What follows belongs to an exercise in optimizing a design on an open flow for small area, a short achievable clock period and few clock cycles per item; a production flow would make more cautious choices.
No functional check of the RTL was part of this run.
No activity file was given, so power comes from the tool's default toggle rates.

### flow/run.sh
#!/bin/bash
# synth_recipe.tcl (not shown) runs the flow's synth.tcl, then flattens the netlist and writes it again
# the make line also repeats each setting of config.mk as NAME=value (left out here)
make -C /OpenROAD-flow-scripts/flow DESIGN_CONFIG=/design/flow/config.mk WORK_HOME=/design/flow/orfs CLKGATE_MAP_FILE= SYNTH_SCRIPT=/design/flow/synth_recipe.tcl finish
### flow/design.v
`default_nettype none
package gemm_pkg;
  typedef logic [32-1:0] beat_t;
  typedef logic [2*4*8-1:0] a_tile_t;
  typedef logic [2*4*4-1:0] b_tile_t;
  typedef logic signed [32-1:0] res_t;
  typedef logic [2*2*32-1:0] res_tile_t;
  typedef struct packed {
    a_tile_t a;
    b_tile_t b;
  } operand_t;
  typedef enum logic [2:0] {IDLE, LOAD, COMPUTE, DRAIN, DONE} ctrl_state_t;
endpackage
`default_nettype wire
`timescale 1ns/1ps
`default_nettype none
module tile_mac_s1 (
  input  wire  [31:0] a_row,
  input  wire  [15:0] b_row,
  output wire  [66:0] part
);
  wire e0 = 1'b0 ^ b_row[0];
  wire e1 = (b_row[1] & ~b_row[0] & ~1'b0) | (~b_row[1] & b_row[0] & 1'b0);
  wire p2 = ((e0 & a_row[0])) ^ b_row[1];
  wire p3 = ((e0 & a_row[1]) | (e1 & a_row[0])) ^ b_row[1];
  wire p4 = ((e0 & a_row[2]) | (e1 & a_row[1])) ^ b_row[1];
  wire p5 = ((e0 & a_row[3]) | (e1 & a_row[2])) ^ b_row[1];
  wire p6 = ((e0 & a_row[4]) | (e1 & a_row[3])) ^ b_row[1];
  wire p7 = ((e0 & a_row[5]) | (e1 & a_row[4])) ^ b_row[1];
  wire p8 = ((e0 & a_row[6]) | (e1 & a_row[5])) ^ b_row[1];
  wire p9 = ((e0 & a_row[7]) | (e1 & a_row[6])) ^ b_row[1];
  wire p10 = ((e0 & a_row[7]) | (e1 & a_row[7])) ^ b_row[1];
  wire p11 = ~p10;
  wire e12 = b_row[1] ^ b_row[2];
  wire e13 = (b_row[3] & ~b_row[2] & ~b_row[1]) | (~b_row[3] & b_row[2] & b_row[1]);
  wire p14 = ((e12 & a_row[0])) ^ b_row[3];
  wire p15 = ((e12 & a_row[1]) | (e13 & a_row[0])) ^ b_row[3];
  wire p16 = ((e12 & a_row[2]) | (e13 & a_row[1])) ^ b_row[3];
  wire p17 = ((e12 & a_row[3]) | (e13 & a_row[2])) ^ b_row[3];
  wire p18 = ((e12 & a_row[4]) | (e13 & a_row[3])) ^ b_row[3];
  wire p19 = ((e12 & a_row[5]) | (e13 & a_row[4])) ^ b_row[3];
  wire p20 = ((e12 & a_row[6]) | (e13 & a_row[5])) ^ b_row[3];
  wire p21 = ((e12 & a_row[7]) | (e13 & a_row[6])) ^ b_row[3];
  wire p22 = ((e12 & a_row[7]) | (e13 & a_row[7])) ^ b_row[3];
  wire p23 = ~p22;
  wire e24 = 1'b0 ^ b_row[4];
  wire e25 = (b_row[5] & ~b_row[4] & ~1'b0) | (~b_row[5] & b_row[4] & 1'b0);
  wire p26 = ((e24 & a_row[8])) ^ b_row[5];
  wire p27 = ((e24 & a_row[9]) | (e25 & a_row[8])) ^ b_row[5];
  wire p28 = ((e24 & a_row[10]) | (e25 & a_row[9])) ^ b_row[5];
  wire p29 = ((e24 & a_row[11]) | (e25 & a_row[10])) ^ b_row[5];
  wire p30 = ((e24 & a_row[12]) | (e25 & a_row[11])) ^ b_row[5];
  wire p31 = ((e24 & a_row[13]) | (e25 & a_row[12])) ^ b_row[5];
  wire p32 = ((e24 & a_row[14]) | (e25 & a_row[13])) ^ b_row[5];
  wire p33 = ((e24 & a_row[15]) | (e25 & a_row[14])) ^ b_row[5];
  wire p34 = ((e24 & a_row[15]) | (e25 & a_row[15])) ^ b_row[5];
  wire p35 = ~p34;
  wire e36 = b_row[5] ^ b_row[6];
  wire e37 = (b_row[7] & ~b_row[6] & ~b_row[5]) | (~b_row[7] & b_row[6] & b_row[5]);
  wire p38 = ((e36 & a_row[8])) ^ b_row[7];
  wire p39 = ((e36 & a_row[9]) | (e37 & a_row[8])) ^ b_row[7];
  wire p40 = ((e36 & a_row[10]) | (e37 & a_row[9])) ^ b_row[7];
  wire p41 = ((e36 & a_row[11]) | (e37 & a_row[10])) ^ b_row[7];
  wire p42 = ((e36 & a_row[12]) | (e37 & a_row[11])) ^ b_row[7];
  wire p43 = ((e36 & a_row[13]) | (e37 & a_row[12])) ^ b_row[7];
  wire p44 = ((e36 & a_row[14]) | (e37 & a_row[13])) ^ b_row[7];
  wire p45 = ((e36 & a_row[15]) | (e37 & a_row[14])) ^ b_row[7];
  wire p46 = ((e36 & a_row[15]) | (e37 & a_row[15])) ^ b_row[7];
  wire p47 = ~p46;
  wire e48 = 1'b0 ^ b_row[8];
  wire e49 = (b_row[9] & ~b_row[8] & ~1'b0) | (~b_row[9] & b_row[8] & 1'b0);
  wire p50 = ((e48 & a_row[16])) ^ b_row[9];
  wire p51 = ((e48 & a_row[17]) | (e49 & a_row[16])) ^ b_row[9];
  wire p52 = ((e48 & a_row[18]) | (e49 & a_row[17])) ^ b_row[9];
  wire p53 = ((e48 & a_row[19]) | (e49 & a_row[18])) ^ b_row[9];
  wire p54 = ((e48 & a_row[20]) | (e49 & a_row[19])) ^ b_row[9];
  wire p55 = ((e48 & a_row[21]) | (e49 & a_row[20])) ^ b_row[9];
  wire p56 = ((e48 & a_row[22]) | (e49 & a_row[21])) ^ b_row[9];
  wire p57 = ((e48 & a_row[23]) | (e49 & a_row[22])) ^ b_row[9];
  wire p58 = ((e48 & a_row[23]) | (e49 & a_row[23])) ^ b_row[9];
  wire p59 = ~p58;
  wire e60 = b_row[9] ^ b_row[10];
  wire e61 = (b_row[11] & ~b_row[10] & ~b_row[9]) | (~b_row[11] & b_row[10] & b_row[9]);
  wire p62 = ((e60 & a_row[16])) ^ b_row[11];
  wire p63 = ((e60 & a_row[17]) | (e61 & a_row[16])) ^ b_row[11];
  wire p64 = ((e60 & a_row[18]) | (e61 & a_row[17])) ^ b_row[11];
  wire p65 = ((e60 & a_row[19]) | (e61 & a_row[18])) ^ b_row[11];
  wire p66 = ((e60 & a_row[20]) | (e61 & a_row[19])) ^ b_row[11];
  wire p67 = ((e60 & a_row[21]) | (e61 & a_row[20])) ^ b_row[11];
  wire p68 = ((e60 & a_row[22]) | (e61 & a_row[21])) ^ b_row[11];
  wire p69 = ((e60 & a_row[23]) | (e61 & a_row[22])) ^ b_row[11];
  wire p70 = ((e60 & a_row[23]) | (e61 & a_row[23])) ^ b_row[11];
  wire p71 = ~p70;
  wire e72 = 1'b0 ^ b_row[12];
  wire e73 = (b_row[13] & ~b_row[12] & ~1'b0) | (~b_row[13] & b_row[12] & 1'b0);
  wire p74 = ((e72 & a_row[24])) ^ b_row[13];
  wire p75 = ((e72 & a_row[25]) | (e73 & a_row[24])) ^ b_row[13];
  wire p76 = ((e72 & a_row[26]) | (e73 & a_row[25])) ^ b_row[13];
  wire p77 = ((e72 & a_row[27]) | (e73 & a_row[26])) ^ b_row[13];
  wire p78 = ((e72 & a_row[28]) | (e73 & a_row[27])) ^ b_row[13];
  wire p79 = ((e72 & a_row[29]) | (e73 & a_row[28])) ^ b_row[13];
  wire p80 = ((e72 & a_row[30]) | (e73 & a_row[29])) ^ b_row[13];
  wire p81 = ((e72 & a_row[31]) | (e73 & a_row[30])) ^ b_row[13];
  wire p82 = ((e72 & a_row[31]) | (e73 & a_row[31])) ^ b_row[13];
  wire p83 = ~p82;
  wire e84 = b_row[13] ^ b_row[14];
  wire e85 = (b_row[15] & ~b_row[14] & ~b_row[13]) | (~b_row[15] & b_row[14] & b_row[13]);
  wire p86 = ((e84 & a_row[24])) ^ b_row[15];
  wire p87 = ((e84 & a_row[25]) | (e85 & a_row[24])) ^ b_row[15];
  wire p88 = ((e84 & a_row[26]) | (e85 & a_row[25])) ^ b_row[15];
  wire p89 = ((e84 & a_row[27]) | (e85 & a_row[26])) ^ b_row[15];
  wire p90 = ((e84 & a_row[28]) | (e85 & a_row[27])) ^ b_row[15];
  wire p91 = ((e84 & a_row[29]) | (e85 & a_row[28])) ^ b_row[15];
  wire p92 = ((e84 & a_row[30]) | (e85 & a_row[29])) ^ b_row[15];
  wire p93 = ((e84 & a_row[31]) | (e85 & a_row[30])) ^ b_row[15];
  wire p94 = ((e84 & a_row[31]) | (e85 & a_row[31])) ^ b_row[15];
  wire p95 = ~p94;
  wire s96 = b_row[13] ^ b_row[1] ^ b_row[5];
  wire c97 = (b_row[13] & b_row[1]) | (b_row[5] & (b_row[13] ^ b_row[1]));
  wire s98 = b_row[11] ^ b_row[15] ^ b_row[3];
  wire c99 = (b_row[11] & b_row[15]) | (b_row[3] & (b_row[11] ^ b_row[15]));
  wire s100 = b_row[7] ^ s98 ^ p14;
  wire c101 = (b_row[7] & s98) | (p14 & (b_row[7] ^ s98));
  wire s102 = p28 ^ p38 ^ p4;
  wire c103 = (p28 & p38) | (p4 & (p28 ^ p38));
  wire s104 = c99 ^ p15 ^ p29;
  wire c105 = (c99 & p15) | (p29 & (c99 ^ p15));
  wire s106 = p39 ^ p5 ^ p53;
  wire c107 = (p39 & p5) | (p53 & (p39 ^ p5));
  wire s108 = p63 ^ p77;
  wire c109 = p63 & p77;
  wire s110 = p16 ^ p30 ^ p40;
  wire c111 = (p16 & p30) | (p40 & (p16 ^ p30));
  wire s112 = p54 ^ p6 ^ p64;
  wire c113 = (p54 & p6) | (p64 & (p54 ^ p6));
  wire s114 = p78 ^ p88;
  wire c115 = p78 & p88;
  wire s116 = p17 ^ p31 ^ p41;
  wire c117 = (p17 & p31) | (p41 & (p17 ^ p31));
  wire s118 = p55 ^ p65 ^ p7;
  wire c119 = (p55 & p65) | (p7 & (p55 ^ p65));
  wire s120 = p79 ^ p89;
  wire c121 = p79 & p89;
  wire s122 = p18 ^ p32 ^ p42;
  wire c123 = (p18 & p32) | (p42 & (p18 ^ p32));
  wire s124 = p56 ^ p66 ^ p8;
  wire c125 = (p56 & p66) | (p8 & (p56 ^ p66));
  wire s126 = p80 ^ p90;
  wire c127 = p80 & p90;
  wire s128 = p19 ^ p33 ^ p43;
  wire c129 = (p19 & p33) | (p43 & (p19 ^ p33));
  wire s130 = p57 ^ p67 ^ p81;
  wire c131 = (p57 & p67) | (p81 & (p57 ^ p67));
  wire s132 = p9 ^ p91;
  wire c133 = p9 & p91;
  wire s134 = p11 ^ p20 ^ p35;
  wire c135 = (p11 & p20) | (p35 & (p11 ^ p20));
  wire s136 = p44 ^ p59 ^ p68;
  wire c137 = (p44 & p59) | (p68 & (p44 ^ p59));
  wire s138 = p83 ^ p92;
  wire c139 = p83 & p92;
  wire s140 = p21 ^ p45;
  wire c141 = p21 & p45;
  assign part = {1'b1, 1'b1, c141, p95, p71, p47, p23, 1'b1, c137, c135, s140, c139, p93, p69, s136, s134, c131, c129, s138, c133, s130, s128, c125, c123, s132, c127, s124, s122, c119, c117, s126, c121, s118, s116, c113, c111, s120, c115, s112, s110, c107, c105, s114, c109, s106, s104, c103, c101, s108, p87, s102, s100, p86, p76, p62, p52, p75, p51, p3, p27, c97, p74, p50, p26, p2, s96, b_row[9]};
endmodule
module tile_mac_s2 (
  input  wire  [66:0] part,
  output wire  [13:0] dot
);
  wire s0 = part[0] ^ part[1] ^ part[2];
  wire c1 = (part[0] & part[1]) | (part[2] & (part[0] ^ part[1]));
  wire s2 = part[3] ^ part[4] ^ part[5];
  wire c3 = (part[3] & part[4]) | (part[5] & (part[3] ^ part[4]));
  wire s4 = part[10] ^ part[6] ^ part[7];
  wire c5 = (part[10] & part[6]) | (part[7] & (part[10] ^ part[6]));
  wire s6 = part[8] ^ part[9] ^ c1;
  wire c7 = (part[8] & part[9]) | (c1 & (part[8] ^ part[9]));
  wire s8 = c3 ^ s4;
  wire c9 = c3 & s4;
  wire s10 = part[11] ^ part[12] ^ part[13];
  wire c11 = (part[11] & part[12]) | (part[13] & (part[11] ^ part[12]));
  wire s12 = part[14] ^ part[15] ^ part[16];
  wire c13 = (part[14] & part[15]) | (part[16] & (part[14] ^ part[15]));
  wire s14 = c5 ^ s10 ^ s12;
  wire c15 = (c5 & s10) | (s12 & (c5 ^ s10));
  wire s16 = c9 ^ c7;
  wire c17 = c9 & c7;
  wire s18 = part[17] ^ part[18] ^ part[19];
  wire c19 = (part[17] & part[18]) | (part[19] & (part[17] ^ part[18]));
  wire s20 = part[20] ^ part[21] ^ part[22];
  wire c21 = (part[20] & part[21]) | (part[22] & (part[20] ^ part[21]));
  wire s22 = c11 ^ c13 ^ s18;
  wire c23 = (c11 & c13) | (s18 & (c11 ^ c13));
  wire s24 = s20 ^ c15 ^ s22;
  wire c25 = (s20 & c15) | (s22 & (s20 ^ c15));
  wire s26 = part[23] ^ part[24] ^ part[25];
  wire c27 = (part[23] & part[24]) | (part[25] & (part[23] ^ part[24]));
  wire s28 = part[26] ^ part[27] ^ part[28];
  wire c29 = (part[26] & part[27]) | (part[28] & (part[26] ^ part[27]));
  wire s30 = c19 ^ c21 ^ s26;
  wire c31 = (c19 & c21) | (s26 & (c19 ^ c21));
  wire s32 = s28 ^ c23 ^ s30;
  wire c33 = (s28 & c23) | (s30 & (s28 ^ c23));
  wire s34 = part[29] ^ part[30] ^ part[31];
  wire c35 = (part[29] & part[30]) | (part[31] & (part[29] ^ part[30]));
  wire s36 = part[32] ^ part[33] ^ part[34];
  wire c37 = (part[32] & part[33]) | (part[34] & (part[32] ^ part[33]));
  wire s38 = c27 ^ c29 ^ s34;
  wire c39 = (c27 & c29) | (s34 & (c27 ^ c29));
  wire s40 = s36 ^ c31 ^ s38;
  wire c41 = (s36 & c31) | (s38 & (s36 ^ c31));
  wire s42 = part[35] ^ part[36] ^ part[37];
  wire c43 = (part[35] & part[36]) | (part[37] & (part[35] ^ part[36]));
  wire s44 = part[38] ^ part[39] ^ part[40];
  wire c45 = (part[38] & part[39]) | (part[40] & (part[38] ^ part[39]));
  wire s46 = c35 ^ c37 ^ s42;
  wire c47 = (c35 & c37) | (s42 & (c35 ^ c37));
  wire s48 = s44 ^ c39 ^ s46;
  wire c49 = (s44 & c39) | (s46 & (s44 ^ c39));
  wire s50 = part[41] ^ part[42] ^ part[43];
  wire c51 = (part[41] & part[42]) | (part[43] & (part[41] ^ part[42]));
  wire s52 = part[44] ^ part[45] ^ part[46];
  wire c53 = (part[44] & part[45]) | (part[46] & (part[44] ^ part[45]));
  wire s54 = c43 ^ c45 ^ s50;
  wire c55 = (c43 & c45) | (s50 & (c43 ^ c45));
  wire s56 = s52 ^ c47 ^ s54;
  wire c57 = (s52 & c47) | (s54 & (s52 ^ c47));
  wire s58 = part[47] ^ part[48] ^ part[49];
  wire c59 = (part[47] & part[48]) | (part[49] & (part[47] ^ part[48]));
  wire s60 = part[50] ^ part[51] ^ part[52];
  wire c61 = (part[50] & part[51]) | (part[52] & (part[50] ^ part[51]));
  wire s62 = c51 ^ c53 ^ s58;
  wire c63 = (c51 & c53) | (s58 & (c51 ^ c53));
  wire s64 = s60 ^ c55 ^ s62;
  wire c65 = (s60 & c55) | (s62 & (s60 ^ c55));
  wire s66 = part[53] ^ part[54] ^ part[55];
  wire c67 = (part[53] & part[54]) | (part[55] & (part[53] ^ part[54]));
  wire s68 = part[56] ^ part[57] ^ part[58];
  wire c69 = (part[56] & part[57]) | (part[58] & (part[56] ^ part[57]));
  wire s70 = c59 ^ c61 ^ s66;
  wire c71 = (c59 & c61) | (s66 & (c59 ^ c61));
  wire s72 = s68 ^ c63 ^ s70;
  wire c73 = (s68 & c63) | (s70 & (s68 ^ c63));
  wire s74 = part[59] ^ part[60] ^ part[61];
  wire c75 = (part[59] & part[60]) | (part[61] & (part[59] ^ part[60]));
  wire s76 = part[62] ^ part[63] ^ part[64];
  wire c77 = (part[62] & part[63]) | (part[64] & (part[62] ^ part[63]));
  wire s78 = c67 ^ c69 ^ s74;
  wire c79 = (c67 & c69) | (s74 & (c67 ^ c69));
  wire s80 = s76 ^ c71 ^ s78;
  wire c81 = (s76 & c71) | (s78 & (s76 ^ c71));
  wire s82 = part[65] ^ c75 ^ c77;
  wire c83 = (part[65] & c75) | (c77 & (part[65] ^ c75));
  wire s84 = c79 ^ s82;
  wire c85 = c79 & s82;
  wire [13:0] row_x = {part[66], c83, s84, c73, c65, c57, c49, c41, c33, c25, c17, s14, s8, s0};
  wire [13:0] row_y = {1'b0, c85, c81, s80, s72, s64, s56, s48, s40, s32, s24, s16, s6, s2};
  assign dot = row_x + row_y;
endmodule
`default_nettype wire
`timescale 1ns/1ps
`default_nettype none
module w4a8_gemm_top (
  input  wire         ap_clk,
  input  wire         areset,
  input  wire         ap_start,
  input  wire         write_result,
  input  wire         a_req,
  input  wire  [31:0] a_data,
  input  wire         b_req,
  input  wire  [31:0] b_data,
  input  wire         out_ready,
  output wire         ap_idle,
  output wire         ap_done,
  output wire         ap_ready,
  output wire         a_ack,
  output wire         b_ack,
  output wire         out_valid,
  output wire  [31:0] out_data
);
  logic        run;        
  logic        done_q;
  logic        wr_q;
  logic        ack_a, ack_b;
  logic [1:0]  a_cnt;      
  logic        b_got;      
  logic [2:0]  cur;        
  logic [2:0]  sq;         
  logic [2:0]  pw;         
  logic        pv;         
  logic        ov;         
  logic [67-1:0] preg;
  logic [13:0] oreg;
  logic [31:0] areg;
  logic [31:0] breg;
  logic [67-1:0] part;
  logic [13:0] dot;
  wire xfer    = ov & out_ready;
  function automatic logic ok(input logic [2:0] w, input logic a1_in);
    ok = run & wr_q & b_got & ~w[2] & (w[1] ? (a_cnt == 2'd2 | a1_in) : (a_cnt == 2'd1));
  endfunction
  wire load    = run & wr_q & pv & (pw == cur) & (~ov | out_ready);
  wire [2:0] cur_n = cur + {2'b0, load};
  wire take_a  = run & a_req & ~ack_a &
                 (a_cnt == 2'd0 | (a_cnt == 2'd1 & (~wr_q | cur[1] | (cur[0] & load))));
  wire sq_ok   = ok(sq, take_a);
  wire [2:0] sq_n  = (sq_ok & (sq == cur_n)) ? cur_n + 3'd1 : cur_n;
  wire take_b  = run & b_req & ~ack_b & ~b_got;
  wire tiles   = (a_cnt == 2'd2) & ~ack_a & b_got & ~ack_b;
  wire fin     = run & tiles & (~wr_q | (cur[2] & (~ov | out_ready)));
  tile_mac_s1 mac_s1 (
    .a_row ((sq[1] & (a_cnt == 2'd1)) ? a_data : areg),
    .b_row (sq[0] ? breg[31:16] : breg[15:0]),
    .part  (part)
  );
  tile_mac_s2 mac_s2 (
    .part  (preg),
    .dot   (dot)
  );
  always_ff @(posedge ap_clk) begin
    if (areset) begin
      run    <= 1'b0;
      done_q <= 1'b0;
      wr_q   <= 1'b0;
      ack_a  <= 1'b0;
      ack_b  <= 1'b0;
      a_cnt  <= '0;
      b_got  <= 1'b0;
      cur    <= '0;
      sq     <= '0;
      pw     <= '0;
      pv     <= 1'b0;
      ov     <= 1'b0;
    end else begin
      done_q <= fin;
      if (~run) begin
        if (ap_start & ~done_q) begin
          run   <= 1'b1;
          wr_q  <= write_result;
          a_cnt <= '0;
          b_got <= 1'b0;
          cur   <= '0;
          sq    <= '0;
        end
      end else if (fin) begin
        run <= 1'b0;
      end
      if (take_a) begin
        ack_a <= 1'b1;
        a_cnt <= a_cnt + 2'd1;
      end else if (~a_req) begin
        ack_a <= 1'b0;
      end
      if (take_b) begin
        ack_b <= 1'b1;
        b_got <= 1'b1;
      end else if (~b_req) begin
        ack_b <= 1'b0;
      end
      if (run) begin
        cur  <= cur_n;
        sq   <= sq_n;
      end
      pw   <= sq;
      pv   <= sq_ok;
      if (load) begin
        ov   <= 1'b1;
      end else if (xfer) begin
        ov   <= 1'b0;
      end
    end
  end
  always_ff @(posedge ap_clk) begin
    if (take_a) areg <= a_data;
    if (take_b) breg <= b_data;
    preg <= part;
    if (load)   oreg <= dot;
  end
  assign ap_idle   = ~run;
  assign ap_done   = done_q;
  assign ap_ready  = done_q;
  assign a_ack     = ack_a;
  assign b_ack     = ack_b;
  assign out_valid = ov;
  assign out_data  = {{18{oreg[13]}}, oreg};
endmodule
`default_nettype wire
### flow/config.mk
export PLATFORM = sky130hd
export DESIGN_NAME = w4a8_gemm_top
export DESIGN_NICKNAME = w4a8_gemm_top
export VERILOG_FILES = /design/flow/design.v
export SDC_FILE = /design/flow/constraint.sdc
export NUM_CORES = 4
export LEC_CHECK = 0
export CAP_MARGIN = 20
export CORE_MARGIN = 2
export CORE_UTILIZATION = 40
export CTS_BUF_LIST = sky130_fd_sc_hd__clkbuf_4 sky130_fd_sc_hd__clkbuf_8
export SETUP_SLACK_MARGIN = 5
export SLEW_MARGIN = 20
### flow/constraint.sdc
create_clock -name core_clock -period 8.0 [get_ports {ap_clk}]
set_input_delay 1.6000 -clock core_clock [delete_from_list [all_inputs] [get_ports {ap_clk}]]
set_output_delay 1.6000 -clock core_clock [all_outputs]
set_load 0.01 [all_outputs]
==> out/qor.yml <==
cts:
  tritoncts: "yes"
  cts.clk_slew.worst_paths_ns: 0.10
  cts_root_buf: "clkbuf_8"
  clk_latency_ns: 0.46
  cts.sinks: 161
  htree_levels: 4
  clockBufferDepth: 2
  cts_buffers: 17
floorplanning:
  io-pin-count: 109
  die_x_um: 156
  row_count: 55
  die_h_um: 156
  start_util_pct: 40.9
  core_um2: 22700
  die_area_um2: 24400
grt:
  antenna_found_initial: 0
  overflow: 0
  grt_pass1_vias: 6227
  grtUsageTotal_pct: 16.7
  grt_max_degree: 43
  grt_pass1_wl_mm: 31.9
placed_design:
  port_buffers: 108
  routabilityCongestion: 0.831
  place_area_um2: 10600
  dpl_worst_slack_ns: 3.83
  dp_hpwl_mm: 14.7
timing:
  hold_viol: 0
  setup_tns_ns: 0
  relSlewSlack_pct: 37.4
  rsz0062_at_grt: "true"
  post-route-min-period_ns: 3.35
  tightest_slew_ns: 0.912
  hold_slack_ns: 0.485
  slew_viol_final: 0
  fin_skew_ns: 0.0155
  fin_crit_sh_pct: 41.9
  setup_slack_ns: 4.65
  fmax_mhz: 298
  setup_viol: 0
yosys:
  yosysSeqAreaShare_pct: 43.2
  synth_seq_cells: 161
  synth-edff-count: 78
  synth_area_um2: 9280
  ys_warn_count: 1
  yosysUniqueCellTypes: 69
  synth_nets: 972
  ys.flop_type: "dfxtp_1"
  netlist_instances: 815
  async_reset_ff_share_pct: 0
  syn_avg_cell_area_um2: 11.4
layout:
  stdcell_area_um2: 11400
  post-route-util_pct: 50.4
  num_antenna_cells: 0
  fin_nets: 1072
  syn2layout_area_growth_pct: 23.4
  drive_above_1_share_pct: 17.8
pwr:
  p_leak_nw: 4.43
  power.density_nw_per_um2: 279
  vdd_drop_max_v: 0.000212
critical_path:
  worstSetupStartpointType: "flop"
  crit_arrival_ns: 3.62
  r2r_cells: 8
  critPathKind: "flop to flop"
  cp_max_fo: 4
  crit_required_ns: 8.27
  cp-end-kind: "flop"
drt:
  postRouteAntennaNets: 0
  drtIter0Drc: 347
  via_per_inst: 5.25
  vias: 6366
  drtPass1Iterations: 5
  finalWirelength_mm: 19.7
  drc: 0
  wl_per_cell_um: 16.3
job:
  cap_violations: 0
hold_path:
  min_path_cells: 2
  min_path_type: "flop to flop"
status:
  status: "finished clean"
worst max-delay path: stages, from the launching register on:
cell and delay (ns):
dfxtp_1 0.33, fa_1 0.56, fa_1 0.45, fa_1 0.49
ha_4 0.20, or3_1 0.38, o221a_4 0.25, or4_1 0.40
o311ai_1 0.10
metal layers:
| metal | GRT usage (%) | routed length, um | up-vias |
|---|---|---|---|
| met5 | 0 | 0 | - |
| met4 | 4.15 | 177 | 0 |
| met3 | 3.18 | 743 | 13 |
| met2 | 27.7 | 9420 | 141 |
| met1 | 22.7 | 9380 | 3079 |
| li1 | - | - | 3133 |
cell usage after synthesis, types with 14 or more instances:
cell type,count,area share [%]
nor2_1,44,1.8
a21oi_1,58,3.1
nand3_1,16,0.86
o22ai_1,40,2.7
mux2i_1,49,5.3
fa_1,55,12
o21ai_0,27,1.5
dfxtp_1,83,18
mux2_2,14,1.7
ha_1,31,4.2
xnor2_1,26,2.5
buf_4,24,1.9
inv_1,63,2.5
edfxtp_1,78,25
nand2_1,25,1.0
cell usage in the layout (no fill, tap or decap), types with 5 or more instances in the layout:
| cell type | n |
|---|---|
| o21ai_0 | 23 |
| dlygate4sd2_1 | 30 |
| clkbuf_8 | 18 |
| mux2i_1 | 35 |
| o21a_1 | 5 |
| clkdlybuf4s50_1 | 76 |
| ha_1 | 22 |
| nor2_1 | 43 |
| ha_4 | 7 |
| dfxtp_1 | 74 |
| inv_2 | 7 |
| dfxtp_2 | 8 |
| nand2b_1 | 8 |
| xnor2_1 | 26 |
| nand3_1 | 16 |
| xor2_1 | 9 |
| nand2_1 | 24 |
| nor2b_1 | 6 |
| o21ai_1 | 9 |
| mux2i_4 | 17 |
| nor3_1 | 5 |
| mux2_4 | 5 |
| edfxtp_1 | 78 |
| o211ai_1 | 6 |
| inv_1 | 59 |
| buf_4 | 24 |
| fa_1 | 49 |
| o22ai_1 | 40 |
| fa_2 | 6 |
| a21oi_1 | 55 |
| mux2i_2 | 11 |
| mux2_2 | 11 |
report_power, final:
part / switching [mW] / leakage (nW) / total, mW / internal (mW)
clock network: 0.312 / 0.219 / 0.665 / 0.352
logic: 0.746 / 2.80 / 1.51 / 0.764
registers: 0.0321 / 1.41 / 1.02 / 0.989
per-stage QoR:
step	std cells	total power, mW
detailed placement	1164	2.30
floorplan	815	2.03
global placement	1164	2.28
CTS	1206	3.08
finish	1213	3.20
global route	1213	3.43
final cells by class:
cell class,count,area (um2)
fillers,2042,11300
multi-input cells,532,5100
flip-flops and latches,161,4020
repair buffers,136,1280
well taps,285,357
clock buffers,19,255
inverters,67,254
clock inverters,13,185
flip-flops by register name, indices dropped and copies added (netlist names), 2 cells and up:
name	count
areg	32
a_cnt	2
sq	3
cur	3
pw	3
breg	32
oreg	14
mac_s2.part	64
final timing paths:
check,start,endpoint,slack (ns)
max,mac_s2.part[35]$_DFF_P_,oreg[10]$_DFFE_PN_,4.65
min,ack_a$_SDFFE_PP0P_,ack_a$_SDFFE_PP0P_,0.48
max reg2reg,mac_s2.part[35]$_DFF_P_,oreg[10]$_DFFE_PN_,4.65
min reg2reg,ack_a$_SDFFE_PP0P_,ack_a$_SDFFE_PP0P_,0.48
repair_timing:
| item | 4_1_cts | 5_1_grt |
|---|---|---|
| hold buffers | 0 | 0 |
| setup buffers | 10 | 7 |
| endpoints found under the setup margin | 91 | 29 |
| endpoints found under the hold margin | 0 | 0 |
| resized for setup | 70 | 39 |
| pin swaps | 18 | 12 |
kinds of logic (layout without fill, tap and decap cells):
kind of cell             Yosys count  count (layout)  share of synthesized area (%)
AO/OA/AOI/OAI                    194             194                           13.5
XOR/XNOR                          36              36                           3.48
adder cells (fa/ha/maj)           92              92                           16.7
buffers and inverters            122             235                           6.53
flip-flops                       161             161                           43.2
multiplexers                      79              79                           9.67
AND/OR/NAND/NOR                  131             131                           6.96

what the ideal ports hide:
The flow's constraints put no driver on any port. The routed layout listed below was extracted and timed again, unchanged, in two steps. Step 1, drivers: a clkbuf_16 drives ap_clk and a buf_2 each remaining input, both assumed. Step 2 adds t to the input delays and takes it off the output delays; t is the mean of the earliest and latest rising clock arrival at the registers after step 1. Input paths then give back, and output paths get back, about the clock's delay inside the block. a / b / c = ideal / step 1 / step 2; a / b = the first two.
shift t [ns]: 0.493
slack for setup (ns): 4.648 / 4.648 / 4.548
worst hold slack (ns): 0.485 / 0.485 / 0.485
latest minus earliest clock arrival (ns): 0.016 / 0.017
After both steps setup and hold are still met in this run. For this run, drivers alone change the setup slack by 0.000 ns; drivers and shift together by -0.100 ns.
